This design comes from an exercise in tuning for small area on the open sky130 flow, not from production work.
At most, simulation tests tie the RTL to the original design; equivalence was not proved.
No activity file was given, so power comes from the tool's default toggle rates.

==> flow/design.v (excerpt) <==
module freecell_top (
    input  logic       clock,
    input  logic       arst_n,
    input  logic       cfg_write,
    input  logic [2:0] cfg_cells,
    input  logic       cfg_empty_any,
    input  logic       deal_valid,
    input  logic [2:0] deal_col,
    input  logic [5:0] deal_card,
    input  logic       move_valid,
    input  logic [3:0] move_src,
    input  logic [3:0] move_dst,
    input  logic [3:0] view_loc,
    output logic       move_done,
    output logic       move_ok,
    output logic       win,
    output logic [5:0] view_card,
    output logic [15:0] accepted_count,
    output logic [15:0] rejected_count
);
Settings: LEC_CHECK=0, ABC_AREA=1, CAP_MARGIN=5, CORE_MARGIN=2, CORE_UTILIZATION=70, GPL_TIMING_DRIVEN=0, PLACE_DENSITY=0.8, SLEW_MARGIN=5; clock period 10.0 ns.
standard.sh (not shown) runs the stock make flow with config.mk's settings and CLKGATE_MAP_FILE= SYNTH_SCRIPT=/design/flow/synth_recipe.tcl, a recipe that flattens the netlist after the stock synthesis.
==> flow/flow/run.sh <==
#!/bin/bash
# The standard layout flow (standard.sh) with three changes:
#  - synthesis: the standard script (synth_recipe.tcl) unchanged except that
#    ABC maps with an area-oriented script (flow/area.abc); registers and
#    their names are the standard synthesis's
#  - clock tree: larger sink clusters with clkbuf_8 and no dummy loads
#  - port buffers: the smallest buffer cell instead of the default
# ORFS writes each step's full log under orfs/logs; the output of the make
# run and of this script goes to flow.log.
set -euo pipefail
W=$PWD
sed "s#SYNTH_SCRIPT=[^ ]*#SYNTH_SCRIPT=$W/flow/area_synth.tcl#" standard.sh > area_standard.sh
grep -q "SYNTH_SCRIPT=$W/flow/area_synth.tcl" area_standard.sh
export MY_ABC_SCRIPT=$W/flow/area.abc
export CTS_ARGS="-sink_clustering_enable -repair_clock_nets -dont_use_dummy_load -buf_list sky130_fd_sc_hd__clkbuf_8 -sink_clustering_size 16 -sink_clustering_max_diameter 50"
export BUFFER_PORTS_ARGS="-buffer_cell sky130_fd_sc_hd__buf_1"
bash area_standard.sh > flow.log 2>&1
==> flow/flow/area.abc <==
strash
dc2
&get -n
&st
&dch -f
&nf -R 1000
&put
topo
dnsize -c
==> flow/flow/area_synth.tcl <==
proc synth {args} { yosys synth -nofsm -noshare {*}$args }
proc abc {args} {
  set i [lsearch -exact $args -script]
  if { $i >= 0 && [info exists ::env(MY_ABC_SCRIPT)] } { lset args [expr {$i + 1}] $::env(MY_ABC_SCRIPT) }
  yosys abc {*}$args
}
source $::env(SCRIPTS_DIR)/synth.tcl
# left out here: clear keep_hierarchy, flatten, clean up, hide names made inside functions, write 1_2_yosys.v
Edit:
--- a/flow/flow/run.sh
+++ b/flow/flow/run.sh
@@ -15 +15 @@
-export CTS_ARGS="-sink_clustering_enable -repair_clock_nets -dont_use_dummy_load -buf_list sky130_fd_sc_hd__clkbuf_8 -sink_clustering_size 16 -sink_clustering_max_diameter 50"
+export CTS_ARGS="-sink_clustering_enable -repair_clock_nets -dont_use_dummy_load -buf_list sky130_fd_sc_hd__clkbuf_8 -sink_clustering_size 20 -sink_clustering_max_diameter 40"
- SETUP_SLACK_MARGIN: default -> 0.3
Final area increases by 1.1%.
Setup slack improves by 0.45 ns.
Power increases by 2.2%.
Final cell count increases by 0.80%.
Sequential power is about the same.
Edit:
--- a/flow/flow/run.sh
+++ b/flow/flow/run.sh
@@ -15 +15 @@
-export CTS_ARGS="-sink_clustering_enable -repair_clock_nets -dont_use_dummy_load -buf_list sky130_fd_sc_hd__clkbuf_8 -sink_clustering_size 20 -sink_clustering_max_diameter 40"
+export CTS_ARGS="-sink_clustering_enable -repair_clock_nets -dont_use_dummy_load -buf_list sky130_fd_sc_hd__clkbuf_8 -sink_clustering_size 16 -sink_clustering_max_diameter 50"
The changed run ran to the end with no violations.
Fmax decreases slightly.
Sequential cell count is unchanged.
Die area does not change.
Global-route usage goes down by 0.70 points.
Count of clock-buffer cells in the layout goes down by 20.
Core utilization shrinks by 0.66 points.
Hold slack improved by 0.021 ns.
Total power decreases by a few percent.
Cell area went down slightly.
Register-to-register slack loses 0.09 ns.

---

== lane 1 ==
Starting RTL as in the previous note.
clock: 10.0 ns
lec_check: 0
abc_area: 1
cap_margin: 5
core_margin: 2
core_utilization: 70
gpl_timing_driven: 0
place_density: 0.8
setup_slack_margin: 0.3
slew_margin: 5
==> flow/flow/run.sh <==
#!/bin/bash
# The standard layout flow (standard.sh) with three changes:
#  - synthesis: the standard script (synth_recipe.tcl) unchanged except that
#    ABC maps with an area-oriented script (flow/area.abc); registers and
#    their names are the standard synthesis's
#  - clock tree: larger sink clusters with clkbuf_8 and no dummy loads
#  - port buffers: the smallest buffer cell instead of the default
# ORFS writes each step's full log under orfs/logs; the output of the make
# run and of this script goes to flow.log.
set -euo pipefail
W=$PWD
sed "s#SYNTH_SCRIPT=[^ ]*#SYNTH_SCRIPT=$W/flow/area_synth.tcl#" standard.sh > area_standard.sh
grep -q "SYNTH_SCRIPT=$W/flow/area_synth.tcl" area_standard.sh
export MY_ABC_SCRIPT=$W/flow/area.abc
export CTS_ARGS="-sink_clustering_enable -repair_clock_nets -dont_use_dummy_load -buf_list sky130_fd_sc_hd__clkbuf_8 -sink_clustering_size 14 -sink_clustering_max_diameter 45"
export BUFFER_PORTS_ARGS="-buffer_cell sky130_fd_sc_hd__buf_1"
bash area_standard.sh > flow.log 2>&1
Scripts as last shown in full above: flow/flow/area.abc, flow/flow/area_synth.tcl
Inputs modified between lane 1 and lane 2:
-- flow/flow/run.sh --
<<< lane 1, line 15
export CTS_ARGS="-sink_clustering_enable -repair_clock_nets -dont_use_dummy_load -buf_list sky130_fd_sc_hd__clkbuf_8 -sink_clustering_size 14 -sink_clustering_max_diameter 45"
>>> lane 2, line 15
export CTS_ARGS="-sink_clustering_enable -repair_clock_nets -dont_use_dummy_load -buf_list sky130_fd_sc_hd__clkbuf_8 -sink_clustering_size 16 -sink_clustering_max_diameter 50"
-- flow/config.mk --
<<< lane 1, line 9
export CAP_MARGIN = 5
>>> lane 2, line 9
export CAP_MARGIN = 20
<<< lane 1, line 14
export SETUP_SLACK_MARGIN = 0.3
export SLEW_MARGIN = 5
>>> lane 2, line 14
export SLEW_MARGIN = 20
--- outcome ---
Overall power, lane 2 and lane 1: higher on lane 1
There was hardly any difference in post-placement cell count between lane 1 and lane 2.
Lane 2 against lane 1; via count is up slightly.

---

job 101:
The RTL this note starts from:
==> flow/design.v <==
`timescale 1ns/1ps
module freecell_top (
    input  logic       clock,
    input  logic       arst_n,
    input  logic       cfg_write,
    input  logic [2:0] cfg_cells,
    input  logic       cfg_empty_any,
    input  logic       deal_valid,
    input  logic [2:0] deal_col,
    input  logic [5:0] deal_card,
    input  logic       move_valid,
    input  logic [3:0] move_src,
    input  logic [3:0] move_dst,
    input  logic [3:0] view_loc,
    output logic       move_done,
    output logic       move_ok,
    output logic       win,
    output logic [5:0] view_card,
    output logic [15:0] accepted_count,
    output logic [15:0] rejected_count
);
    localparam int RL = 19;
    function automatic logic [4:0] wp_hit(input logic [5:0] s);
        wp_hit = '0;
        case (s)
            6'd0, 6'd19, 6'd38: wp_hit[0] = 1'b1;
            6'd4, 6'd23:        wp_hit[1] = 1'b1;
            6'd8, 6'd27:        wp_hit[2] = 1'b1;
            6'd12, 6'd31:       wp_hit[3] = 1'b1;
            6'd16, 6'd35:       wp_hit[4] = 1'b1;
            default: ;
        endcase
    endfunction
    function automatic logic red(input logic [1:0] s);
        red = (s == 2'd0) || (s == 2'd3);
    endfunction
    logic [4:0]  ph;
    logic [47:0] Tv;           
    logic [39:0] Dv;           
    logic [7:0]  Ev;           
    logic [5:0]  fcell [4];
    logic [3:0]  home [4];
    logic [1:0]  lim;          
    logic        any;
    logic        m1, m2, ex, d1;
    logic [3:0]  src_q, dst_q;
    logic        cfgok_q;
    logic [5:0]  SC;
    logic        p_need, q_need, w_need, r_need;
    logic [5:0]  H;
    logic [4:0]  H_wp;         
    logic [2:0]  H_col;
    logic        H_valid, H_wait;
    logic [3:0]  msel;
    logic [5:0]  mcard;
    assign msel = m1 ? src_q : ((m2 || d1) ? dst_q : view_loc);
    always_comb begin
        if (!msel[3])
            mcard = Ev[msel[2:0]] ? 6'd0 : Tv[6*msel[2:0] +: 6];
        else if (!msel[2])
            mcard = fcell[msel[1:0]];
        else if (home[msel[1:0]] != 4'd0)
            mcard = {msel[1:0], home[msel[1:0]]};
        else
            mcard = 6'd0;
    end
    assign view_card = mcard;
    logic       src_sel;
    logic [2:0] xsel;
    logic [4:0] dep_x;
    logic       x_fit, x_ne;
    logic [5:0] posX;
    logic [4:0] xhit;
    logic       xalign;
    logic       ralign, rtap;
    assign src_sel = m1 || (ex && !p_need);
    assign xsel    = deal_valid ? deal_col : (src_sel ? src_q[2:0] : dst_q[2:0]);
    assign dep_x   = Dv[5*xsel +: 5];
    assign x_fit   = dep_x != 5'd20;
    assign x_ne    = dep_x != 5'd0;
    assign posX    = {1'b0, dep_x} + {1'b0, ph};
    assign xhit    = wp_hit(posX);
    assign xalign  = |xhit;
    assign ralign  = (posX == 6'd2) || (posX == 6'd21) || (posX == 6'd12) || (posX == 6'd31);
    assign rtap    = (posX == 6'd12) || (posX == 6'd31);
    logic legal;
    always_comb begin
        legal = 1'b0;
        if (!win && src_q[3:2] != 2'b11 && SC[3:0] != 4'd0 && src_q != dst_q) begin
            if (dst_q[3:2] == 2'b10)
                legal = (mcard[3:0] == 4'd0) && cfgok_q;
            else if (dst_q[3:2] == 2'b11)
                legal = (SC[5:4] == dst_q[1:0]) && (SC[3:0] == 4'(mcard[3:0] + 4'd1));
            else if (mcard[3:0] != 4'd0)
                legal = (red(SC[5:4]) != red(mcard[5:4]))
                     && (4'(SC[3:0] + 4'd1) == mcard[3:0]) && x_fit;
            else
                legal = cfgok_q || (SC[3:0] == 4'd13);
        end
    end
    logic wn2;                  
    logic p_fire, q_fire;
    logic dir_act;
    logic [5:0] tapbus, TB;
    logic [47:0] tap0v, tap10v;
    assign wn2     = !dst_q[3] && (mcard[3:0] != 4'd0);
    assign p_fire  = (m2 && legal && (!wn2 || xalign))
                  || (ex && p_need && (!w_need || xalign));
    assign q_fire  = ex && !p_need && q_need && (!r_need || ralign);
    assign dir_act = ((deal_valid || d1) && x_fit && x_ne)
                  || (m2 && legal && wn2)
                  || (ex && p_need && w_need);
    assign tapbus = rtap ? tap10v[6*src_q[2:0] +: 6] : tap0v[6*src_q[2:0] +: 6];
    assign TB     = q_fire ? tapbus : SC;
    for (genvar c = 0; c < 8; c++) begin : g_col
        logic [6*RL-1:0] r;
        logic [5:0] t;
        logic [4:0] dep;
        logic       inc, dec;
        logic       hs;
        logic [5:0] wd;
        logic [4:0] wen;
        assign inc = (p_fire && !dst_q[3] && dst_q[2:0] == 3'(c))
                  || (d1 && x_fit && dst_q[2:0] == 3'(c));
        assign dec = q_fire && !src_q[3] && src_q[2:0] == 3'(c);
        always_ff @(posedge clock or negedge arst_n) begin
            if (!arst_n)
                dep <= 5'd0;
            else if (inc)
                dep <= dep + 5'd1;
            else if (dec)
                dep <= dep - 5'd1;
        end
        always_ff @(posedge clock) begin
            if (inc || dec) t <= TB;
        end
        assign hs  = H_valid && !H_wait && H_col == 3'(c);
        assign wd  = hs ? H : t;
        assign wen = ({5{dir_act && xsel == 3'(c)}} & xhit) | ({5{hs}} & H_wp);
        always_ff @(posedge clock) begin
            for (int k = 0; k < RL; k++) begin
                if (k % 4 == 0 && wen[k / 4])
                    r[6*k +: 6] <= wd;
                else
                    r[6*k +: 6] <= r[6*((k + RL - 1) % RL) +: 6];
            end
        end
        assign Tv[6*c +: 6]     = t;
        assign Dv[5*c +: 5]     = dep;
        assign Ev[c]            = dep == 5'd0;
        assign tap0v[6*c +: 6]  = r[0 +: 6];
        assign tap10v[6*c +: 6] = r[60 +: 6];
    end
    logic all_kings;
    assign all_kings = (home[0] == 4'd13) && (home[1] == 4'd13)
                    && (home[2] == 4'd13) && (home[3] == 4'd13);
    logic [4:0] hit1, hit2;
    assign hit1 = wp_hit(6'(posX + 6'd1));
    assign hit2 = wp_hit(6'(posX + 6'd2));
    always_ff @(posedge clock or negedge arst_n) begin
        if (!arst_n) begin
            ph        <= 5'd0;
            m1        <= 1'b0;
            m2        <= 1'b0;
            ex        <= 1'b0;
            d1        <= 1'b0;
            p_need    <= 1'b0;
            q_need    <= 1'b0;
            H_valid   <= 1'b0;
            move_done <= 1'b0;
            move_ok   <= 1'b0;
            win       <= 1'b0;
            lim       <= 2'd3;
            any       <= 1'b1;
            for (int i = 0; i < 4; i++) begin
                fcell[i] <= 6'd0;
                home[i]  <= 4'd0;
            end
        end else begin
            ph <= (ph == 5'd18) ? 5'd0 : ph + 5'd1;
            if (cfg_write) begin
                lim <= (cfg_cells == 3'd0) ? 2'd0 : (cfg_cells >= 3'd4) ? 2'd3 : 2'(cfg_cells - 3'd1);
                any <= cfg_empty_any;
            end
            m1 <= move_valid;
            m2 <= m1;
            d1 <= deal_valid;
            move_done <= 1'b0;
            move_ok   <= 1'b0;
            win       <= win || all_kings;
            if (d1 && x_fit && x_ne && !xalign && (hit1 != 5'd0 || hit2 != 5'd0))
                H_valid <= 1'b1;
            else if (!H_wait)
                H_valid <= 1'b0;
            if (m2) begin
                if (legal) begin
                    ex     <= 1'b1;
                    p_need <= !p_fire;
                    q_need <= 1'b1;
                end else
                    move_done <= 1'b1;
            end
            if (ex) begin
                if (p_fire) p_need <= 1'b0;
                if (q_fire) begin
                    q_need    <= 1'b0;
                    ex        <= 1'b0;
                    move_done <= 1'b1;
                    move_ok   <= 1'b1;
                end
            end
            if (q_fire && src_q[3:2] == 2'b10)
                fcell[src_q[1:0]] <= 6'd0;
            if (p_fire && dst_q[3:2] == 2'b10)
                fcell[dst_q[1:0]] <= SC;
            if (p_fire && dst_q[3:2] == 2'b11)
                home[dst_q[1:0]] <= SC[3:0];
        end
    end
    always_ff @(posedge clock) begin
        if (move_valid) begin
            src_q   <= move_src;
            dst_q   <= move_dst;
            cfgok_q <= move_dst[3] ? (move_dst[1:0] <= lim) : any;
        end else if (deal_valid)
            dst_q <= {1'b0, deal_col};
        if (deal_valid)
            SC <= deal_card;
        else if (m1)
            SC <= mcard;
        if (m1)
            r_need <= !src_q[3] && (dep_x >= 5'd2);
        if (m2)
            w_need <= wn2;
        if (d1) begin
            H      <= mcard;
            H_col  <= dst_q[2:0];
            H_wait <= hit1 == 5'd0;
            H_wp   <= (hit1 != 5'd0) ? hit1 : hit2;
        end else
            H_wait <= 1'b0;
    end
    always_ff @(posedge clock or negedge arst_n) begin
        if (!arst_n) begin
            accepted_count <= 16'd0;
            rejected_count <= 16'd0;
        end else if (move_done) begin
            if (move_ok)
                accepted_count <= accepted_count + 16'd1;
            else
                rejected_count <= rejected_count + 16'd1;
        end
    end
endmodule
Settings: LEC_CHECK=0, ABC_AREA=1, CAP_MARGIN=20, CORE_MARGIN=2, CORE_UTILIZATION=40, CTS_BUF_LIST=sky130_fd_sc_hd__clkbuf_8, CTS_CLUSTER_SIZE=30, SLEW_MARGIN=20; clock period 10.0 ns.
run.sh (not shown) runs the stock make flow with config.mk's settings and CLKGATE_MAP_FILE= SYNTH_SCRIPT=/design/flow/synth_recipe.tcl, a recipe that flattens the netlist after the stock synthesis.
Stock flow here: none of the scripts above is used.
### job 101 -> job 102
Settings: CTS_BUF_LIST now sky130_fd_sc_hd__clkbuf_4, was sky130_fd_sc_hd__clkbuf_8; CTS_CLUSTER_SIZE no longer set, was 30.
[summary]
Diff job 101 -> job 102: leakage component of the power went down, worst hold slack went down, signed area change from the synthesized netlist to the final layout went down. Re ratio of total power to cell area: job 101 was higher than job 102. Of job 101 and job 102, the run reporting the lower internal reg-to-reg setup slack was job 101. Job 102 against job 101: cell area has decreased, fraction of area in non-clock buffers has remained practically unchanged, shortest clock period the worst path allows after layout has decreased, antenna diode count has increased, register clock-pin slew on the reported worst setup and hold paths has remained practically unchanged. Post-route worst setup slack in job 102 vs job 101: up 270 ps.
No run of this note included a check of the RTL's function; only the layout flow was run.

## static timing again, ports no longer ideal
No port has a modelled driver above. Below, the same layouts with a new extraction and two added sets of constraints. Step 1: set_driving_cell puts a clkbuf_16 on clock and a buf_2 on each other input, an assumption about the parent block. Step 2 adds t to the input delays and takes it off the output delays; t is the mean of the earliest and latest rising clock arrival at the registers after step 1. Input paths then give back, and output paths get back, about the clock's delay inside the block. Three values: ideal, step 1, step 2; two values: the first two.
run | t (ns) | setup WS [ns] | worst slew at a driven data input, ns
the first run of note 1 | 0.715 | 0.449 / 0.476 / -0.239 | 0.04
the second run of note 1 | 0.737 | 0.898 / 0.930 / 0.193 | 0.03
the third run of note 1 | 0.714 | 0.858 / 0.896 / 0.182 | 0.03
lane 1 | 0.723 | 0.801 / 0.833 / 0.110 | 0.03
lane 2 | 0.708 | 0.710 / 0.739 / 0.031 | 0.04
job 101 | 0.887 | 2.069 / 2.083 / 1.196 | 0.08
job 102 | 1.139 | 2.340 / 2.355 / 1.216 | 0.07
Met with ideal ports but missed after step 2: setup timing in the first run of note 1. The setup slack of job 102, which loses most, moves by +0.015 ns with the drivers and by -1.124 ns with both steps.
